From an optimization exercise on the open Yosys and OpenROAD flow, aimed at small area, a short achievable clock period and few clock cycles per item; shortcuts taken in it are not production practice.
Where RTL was checked, it was by simulation tests only, not by an equivalence proof against the original.

job 1698:
Design radix_string_to_integer_unit, start of the top module:
module radix_string_to_integer_unit (
    input  logic                              i_clk,
    input  logic                              i_rst_n,
    input  logic                              i_valid,
    output logic                              o_ready,
    input  logic [7:0]                        i_ch,
    input  logic                              i_first,
    output logic                              o_valid,
    input  logic                              i_ready,
    output logic signed [rsti_pkg::VAL_W-1:0] o_value,
    input  logic                              i_cfg_we,
    input  logic [1:0]                        i_cfg_idx,
    input  logic [rsti_pkg::VAL_W-1:0]        i_cfg_data
);
==> flow/config.mk <==
export PLATFORM = sky130hd
export DESIGN_NAME = radix_string_to_integer_unit
export DESIGN_NICKNAME = radix_string_to_integer_unit
export VERILOG_FILES = /design/flow/design.v
export SDC_FILE = /design/flow/constraint.sdc
export NUM_CORES = 4
export LEC_CHECK = 0
export ABC_AREA = 1
export CAP_MARGIN = 20
export CORE_MARGIN = 2
export CORE_UTILIZATION = 60
export PLACE_DENSITY = 0.75
export SETUP_SLACK_MARGIN = 2.5
export SLEW_MARGIN = 20
==> flow/constraint.sdc <==
create_clock -name core_clock -period 6.5 [get_ports {i_clk}]
set_input_delay 1.3000 -clock core_clock [delete_from_list [all_inputs] [get_ports {i_clk}]]
set_output_delay 1.3000 -clock core_clock [all_outputs]
set_load 0.01 [all_outputs]
standard.sh (not shown) runs the stock make flow with config.mk's settings and CLKGATE_MAP_FILE= SYNTH_SCRIPT=/design/flow/synth_recipe.tcl, a recipe that flattens the netlist after the stock synthesis.
==> flow/flow/run.sh <==
#!/bin/bash
# Own flow: the standard layout (standard.sh, unchanged synthesis), with
# two changes: every input and output port still gets its own buffer, but a
# plain sky130_fd_sc_hd__buf_1 rather than the delay cell buffer_ports picks
# by itself; and clock tree synthesis adds no dummy loads. standard.sh's
# output goes to standard.log; each ORFS step keeps its own log under
# orfs/logs/.
set -euo pipefail
bash standard.sh "BUFFER_PORTS_ARGS=-buffer_cell sky130_fd_sc_hd__buf_1" \
  "CTS_ARGS=-sink_clustering_enable -repair_clock_nets -dont_use_dummy_load" \
  finish > standard.log 2>&1
> inputs changed (job 1698 -> job 1008)
diff --git a/flow/design.v b/flow/design.v
--- a/flow/design.v
+++ b/flow/design.v
@@ -104,25 +104,24 @@
         end else if (i_qpop) begin
             r_tvalid <= i_valid;
         end
     end
 endmodule
 module rsti_back (
     input  logic                          i_clk,
     input  logic                          i_rst_n,
     input  logic                          i_qvalid,
     input  rsti_pkg::t_tok                i_qtok,
     output logic                          o_qpop,
     input  logic [7:0]                    i_booth,
-    input  logic [7:0]                    i_booth_hi,
     input  logic [4:0]                    i_rm1,
     output logic                          o_valid,
     input  logic                          i_ready,
     output logic signed [rsti_pkg::VAL_W-1:0] o_value
 );
     localparam int LO_W = rsti_pkg::LO_W;
     localparam int HI_W = rsti_pkg::VAL_W - LO_W;
     rsti_pkg::t_phase               r_phase;
     rsti_pkg::t_phase               n_phase;
     rsti_pkg::t_phase               w_ph;
     logic                           r_par;
     logic                           n_par;
@@ -206,25 +205,25 @@
     rsti_mac_lo u_mac_lo (
         .i_v (r_lo),
         .i_b (i_booth),
         .i_f (w_f),
         .o_y (w_lo_mac),
         .o_c (w_lo_c),
         .o_ca (w_lo_ca),
         .o_cb (w_lo_cb)
     );
     assign w_carry = r_ca + r_cb + 5'(r_c);
     rsti_mac_hi u_mac_hi (
         .i_v (r_hi),
-        .i_b (i_booth_hi),
+        .i_b (i_booth),
         .i_c (w_carry),
         .o_y (w_hi_mac)
     );
     always_comb begin
         w_lo_load = w_pop && w_load;
         w_lo_step = w_pop && w_mac;
         w_lo_keep = !(w_lo_load || w_lo_step);
         w_hi_step = r_hmac && !w_lo_load;
         w_hi_keep = !(w_lo_load || w_hi_step);
         w_lo_next = ({LO_W{w_lo_load}} & w_lo_ld) | ({LO_W{w_lo_step}} & w_lo_mac) |
                     ({LO_W{w_lo_keep}} & r_lo);
         w_hi_next = ({HI_W{w_lo_load}} & w_hi_ld) | ({HI_W{w_hi_step}} & w_hi_mac) |
@@ -1198,45 +1197,42 @@
     input  logic                              i_valid,
     output logic                              o_ready,
     input  logic [7:0]                        i_ch,
     input  logic                              i_first,
     output logic                              o_valid,
     input  logic                              i_ready,
     output logic signed [rsti_pkg::VAL_W-1:0] o_value,
     input  logic                              i_cfg_we,
     input  logic [1:0]                        i_cfg_idx,
     input  logic [rsti_pkg::VAL_W-1:0]        i_cfg_data
 );
     logic [7:0]                  r_booth;
-    logic [7:0]                  r_booth_hn;
     logic [4:0]                  r_rm1;
     logic [rsti_pkg::CNT_W-1:0]  r_digit_count;
     logic [rsti_pkg::VAL_W-1:0]  r_digits_low;
     logic [rsti_pkg::VAL_W-1:0]  r_digits_high;
     logic                        w_qvalid;
     rsti_pkg::t_tok              w_qtok;
     logic                        w_qpop;
     always_ff @(posedge i_clk) begin
         if (!i_rst_n) begin
             r_booth       <= rsti_pkg::booth(rsti_pkg::RST_RADIX);
-            r_booth_hn    <= ~rsti_pkg::booth(rsti_pkg::RST_RADIX);
             r_rm1         <= rsti_pkg::RST_RADIX - 5'd1;
             r_digit_count <= rsti_pkg::RST_DIGIT_COUNT;
             r_digits_low  <= rsti_pkg::RST_DIGITS_LOW;
             r_digits_high <= rsti_pkg::RST_DIGITS_HIGH;
         end else if (i_cfg_we) begin
             case (i_cfg_idx)
                 rsti_pkg::REG_RADIX: begin
-                    r_booth    <= rsti_pkg::booth(i_cfg_data[4:0]);
-                    r_booth_hn <= ~rsti_pkg::booth(i_cfg_data[4:0]);
+                    r_booth <= rsti_pkg::booth(i_cfg_data[4:0]);
                     r_rm1   <= i_cfg_data[4:0] - 5'd1;
                 end
                 rsti_pkg::REG_DIGIT_COUNT: r_digit_count <= i_cfg_data[4:0];
                 rsti_pkg::REG_DIGITS_LOW:  r_digits_low  <= i_cfg_data;
                 rsti_pkg::REG_DIGITS_HIGH: r_digits_high <= i_cfg_data;
                 default: begin
                 end
             endcase
         end
     end
     rsti_front u_front (
         .i_clk         (i_clk),
@@ -1249,19 +1245,18 @@
         .i_alphabet    ({r_digits_high, r_digits_low}),
         .o_qvalid      (w_qvalid),
         .o_qtok        (w_qtok),
         .i_qpop        (w_qpop)
     );
     rsti_back u_back (
         .i_clk    (i_clk),
         .i_rst_n  (i_rst_n),
         .i_qvalid (w_qvalid),
         .i_qtok   (w_qtok),
         .o_qpop   (w_qpop),
         .i_booth  (r_booth),
-        .i_booth_hi (~r_booth_hn),
         .i_rm1    (r_rm1),
         .o_valid  (o_valid),
         .i_ready  (i_ready),
         .o_value  (o_value)
     );
 endmodule
Findings:
- Having completed the whole flow, job 1698 delivered a layout that passed the timing, design-rule and antenna checks.
- Job 1008 reached the final stage; the timing, design-rule and antenna checks on its layout passed.
- Changes observed in job 1008 relative to job 1698: area of the multi-input gates fell 140 sq um.
- Diff job 1698 -> job 1008 | wire length of the first global-routing pass | increase of 1.8 mm
- When the final numbers for job 1698 and job 1008 were put side by side, the final worst-path cycle share turned out to be smaller in job 1008.
- Clock-cell share of area: job 1698 vs job 1008, no meaningful difference
- On routed wire length: job 1008 sits above job 1698.
- Compared with job 1698, job 1008 shows a higher first-iteration DRC count.
- In terms of initial standard-cell utilization of the core, job 1698 and job 1008 differ only marginally.
- Final standard cell area without fillers: job 1698 vs job 1008 — no meaningful difference
- In job 1008, the via-per-instance ratio came out about 0.36% above the value in job 1698.
- Post-synth design cell area: job 1008 < job 1698
- Setup WNS job 1698 -> job 1008: better
Testbench counts of job 1008, summed over its fixed seeds: cycles 18,815, items 18,783.
Function not checked in job 1698: the RTL went through the layout flow alone.

-- port drivers added, routing unchanged --
No port has a modelled driver above. Below, the same layouts with a new extraction and two added sets of constraints.
Step 1: set_driving_cell puts a clkbuf_16 on i_clk and a buf_2 on each other input, an assumption about the parent block.
Step 2 moves the port delays by t, midway between the first and last clock arrival at a register: inputs arrive t later, outputs are due t later. That takes back most of the time a late clock gives input paths.
Three values: ideal, step 1, step 2; two values: the first two.
run | t (ns) | setup slack, ns | hold WS [ns] | worst setup path at the end | cell pins on the clock port's net
job 1698 | 0.611 | 2.500 / 2.500 / 2.440 | 0.467 / 0.467 / 0.467 | input to register | 1
job 1008 | 0.612 | 2.588 / 2.588 / 2.489 | 0.463 / 0.463 / 0.463 | input to register | 1
After both steps every run listed still meets setup and hold. For job 1008, which loses most, drivers alone change the setup slack by 0.000 ns; drivers and shift together by -0.099 ns.
